Background: an optimization exercise with open tools, aiming at small area, a short achievable clock period and few clock cycles per item. Do not read the settings as production practice.
The RTL was checked by simulation tests, not by an equivalence proof against the original design.

Setup of v28:
==> flow/design.v (excerpt) <==
module disk_chs_lba_translate (
  input  logic        clk_i,
  input  logic        rst_ni,
  input  logic        in_valid_i,
  output logic        in_ready_o,
  input  logic        in_func_i,
  input  logic [15:0] in_cylinder_i,
  input  logic [7:0]  in_head_i,
  input  logic [7:0]  in_sector_i,
  input  logic [31:0] in_block_i,
  input  logic        in_wide_i,
  output logic        out_valid_o,
  input  logic        out_ready_i,
  output logic [31:0] out_block_o,
  output logic [15:0] out_cylinder_o,
  output logic [7:0]  out_head_o,
  output logic [7:0]  out_sector_o,
  output logic        out_addr_valid_o,
  input  logic        cfg_valid_i,
  output logic        cfg_ready_o,
  input  logic [7:0]  cfg_index_i,
  input  logic [15:0] cfg_value_i
);
  logic [11:0] cyl_cnt_q;
  logic [7:0]  head_cnt_q;
  logic [7:0]  sec_narrow_q;
  logic [7:0]  sec_wide_q;
  logic [15:0] sh_narrow_q;    
  logic [15:0] sh_wide_q;      
  logic [9:0]  s3_narrow_q;    
  logic [9:0]  s3_wide_q;      
  logic        sh_busy_q;
  logic [2:0]  sh_bit_q;
  ...
make LEC_CHECK=0 CAP_MARGIN=20 CORE_MARGIN=2 CORE_UTILIZATION=60 SETUP_SLACK_MARGIN=5 SLEW_MARGIN=20 finish   # period 9.0 ns
run.sh (not shown) runs the stock make flow with config.mk's settings and CLKGATE_MAP_FILE= SYNTH_SCRIPT=/design/flow/synth_recipe.tcl, a recipe that flattens the netlist after the stock synthesis.
v28 went all the way through the flow, and no timing, DRC or antenna check failed.
Testbench counts of v28, summed over its fixed seeds: cycles 12,182, items 12,000.
### v28 -> v37
- swapping 60 for 40 in CORE_UTILIZATION
- putting ABC_AREA at 1 where nothing was set
- putting CTS_CLUSTER_SIZE at 30 where nothing was set
- putting CTS_CLUSTER_DIAMETER at 60 where nothing was set
Findings:
v37 reached the final stage; the timing, design-rule and antenna checks on its layout passed. Upper clock frequency limit came out higher on v37 than on v28. Number of tap cells added at floorplan: v37 vs v28 up 629. Filler cell count in the final layout delta for v37 relative to v28: 6568 higher. Where area inside the core boundary is concerned, v28 is better than v37. Critical path depth, v37 and v28, lower one = v28. The most common cell after layout, fill and taps aside comes out inv_1 in one run and nand2_1 in the other, namely in v28 and v37 respectively.
Changes in v26 relative to v37:
- CTS_CLUSTER_DIAMETER removed (was 60)
- CTS_CLUSTER_SIZE removed (was 30)
Results
- Between v37 and v26, detailed-routed wire length on met3 is lower for v26, v37 comes in above that.
- As of v26, non-clock buffer count had risen slightly compared to v37.
- Against v37, v26 comes in 110 ps higher on register-to-register slack.

---

== build 11 ==
Starting RTL as in the previous note.
clock: 9.0 ns
lec_check: 0
abc_area: 1
cap_margin: 10
core_margin: 2
core_utilization: 40
setup_slack_margin: 5
slew_margin: 10
Testbench counts of build 11, summed over its fixed seeds: cycles 12,182, items 12,000.
Here is what was changed in the inputs of build 63 compared with build 11.
Settings: CAP_MARGIN changed from 10 to 20; SLEW_MARGIN changed from 10 to 20; GPL_ROUTABILITY_DRIVEN newly set to 0.
Build 11: full flow OK, the timing, design-rule and antenna checks passed
Build 63 finished every stage and its layout cleared the timing, design-rule and antenna checks.
From build 11 to build 63 the numbers moved as follows: shortest period the worst path allows shows a reduction of 0.021 ns; maximum single-stage delay on the critical path shows an increase of 0.07 ns; wire length shows no meaningful change; antenna diode instance count shows an increase of 3; half-perimeter wire length of the detailed placement result shows a reduction of 1100 µm.
On number of logic stages on the critical path including buffering: between build 63 and build 11, it ends up lower for build 11.
--- input diff build 63..build 82 ---
Settings: a change of CORE_UTILIZATION from 40 to 60; a deleted GPL_ROUTABILITY_DRIVEN that had been 0.
Results
Build 82 ran to completion and came out clean on the timing, design-rule and antenna checks.
Diff build 82 and build 63: slew at the pin with the worst max-slew slack lower in build 63
Going from build 63 to build 82, final-layout clock buffer total fell by 18; routed length on met2 rose by 4.1%.
Of build 82 and build 63, build 63 shows the lower count of buffers not belonging to the clock network in the layout, with build 82 above it.
On net count reported at finish, build 82 tracks build 63 almost exactly.
Clock latency on the worst-skew pair is higher on build 63
In the metrics for build 82 and build 63, the one carrying the lower total global-route track usage is build 63.
From build 63 to build 82 the numbers moved as follows: die area dropped about 33%, worst setup margin has decreased.
#### Input delta (build 43 over build 82)
Settings: a deleted ABC_AREA that had been 1; a change of CORE_UTILIZATION from 60 to 40.
On number of vias after detailed routing, build 43 does better than build 82. Setup WNS build 82 -> build 43: worse.
[inputs] build 23 vs build 43
Settings: swapping 5 for 4.5 in SETUP_SLACK_MARGIN.
Results
Build 43 finished every step from synthesis to the final layout, and the layout passed the timing, design-rule and antenna checks. Build 23 | stages: all done | timing, DRC, antenna: all pass. From build 23 to build 43, sequential cell count did not move at all. In build 23, the share of the clock period used by the worst path came out 4.7 points above the value in build 43. Of the two values seen for startpoint of the most critical setup path, sh_narrow_q[8] was produced by build 23 and wide_q6 by build 43. Build 23 against build 43: insertion delay to the later sink of the worst-skew pair about even, via count of the first global-routing pass down about 2.2%.
#### Input delta (build 73 over build 23)
Settings: swapping 4.5 for 5 in SETUP_SLACK_MARGIN; putting ABC_AREA at 1 where nothing was set; putting PLACE_DENSITY at 0.75 where nothing was set.
Build 73 ended with every stage complete and zero timing, DRC or antenna violations. Start point of the critical path = skid_full_q: build 73; start point of the critical path = sh_narrow_q[8]: build 23. The wire length of the first global-routing pass in build 73 is 1.13 times that in build 23. The met3 layer usage reported by global route in build 73 was higher than what build 23 gave. Smallest hold slack in build 73 is 0.016 ns above build 23. sky130_fd_sc_hd__inv_1 as the most common cell after layout, fill and taps aside was reported by build 23, and sky130_fd_sc_hd__nand2_1 by build 73. The sequential fraction of the synthesis area in build 73 sits 1.1 points below the value recorded for build 23.

==> afterwards: timing with drivers on the ports <==
The flow's constraints put no driver on any port. The routed layouts listed below were extracted and timed again, unchanged, in two steps. Step 1 (the two cells are an assumption about what drives the block):
set clk [get_ports {clk_i}]
set_driving_cell -lib_cell sky130_fd_sc_hd__clkbuf_16 $clk
set_driving_cell -lib_cell sky130_fd_sc_hd__buf_2 [delete_from_list [all_inputs] $clk]
Step 2 moves the port delays by t, midway between the first and last clock arrival at a register: inputs arrive t later, outputs are due t later. That takes back most of the time a late clock gives input paths. Three values: no drivers, after step 1, after step 2; two values: the first two.
run | t, ns | slack for setup (ns) | slew at the worst register clock pin (ns)
v28 | 0.734 | 5.051 / 5.037 / 4.393 | 0.07 / 0.07
v37 | 0.751 | 5.105 / 5.031 / 4.432 | 0.09 / 0.09
v26 | 0.774 | 5.101 / 5.024 / 4.488 | 0.06 / 0.06
build 11 | 0.762 | 5.108 / 5.033 / 4.492 | 0.07 / 0.07
build 63 | 0.770 | 5.129 / 5.062 / 4.440 | 0.06 / 0.06
build 82 | 0.744 | 5.111 / 5.111 / 4.593 | 0.07 / 0.07
build 43 | 0.750 | 5.004 / 5.004 / 4.432 | 0.07 / 0.07
build 23 | 0.752 | 4.580 / 4.580 / 3.948 | 0.06 / 0.06
build 73 | 0.749 | 5.114 / 5.037 / 4.470 | 0.07 / 0.07
After both steps every run listed still meets setup and hold. For build 63, which loses most, drivers alone change the setup slack by -0.067 ns; drivers and shift together by -0.689 ns.
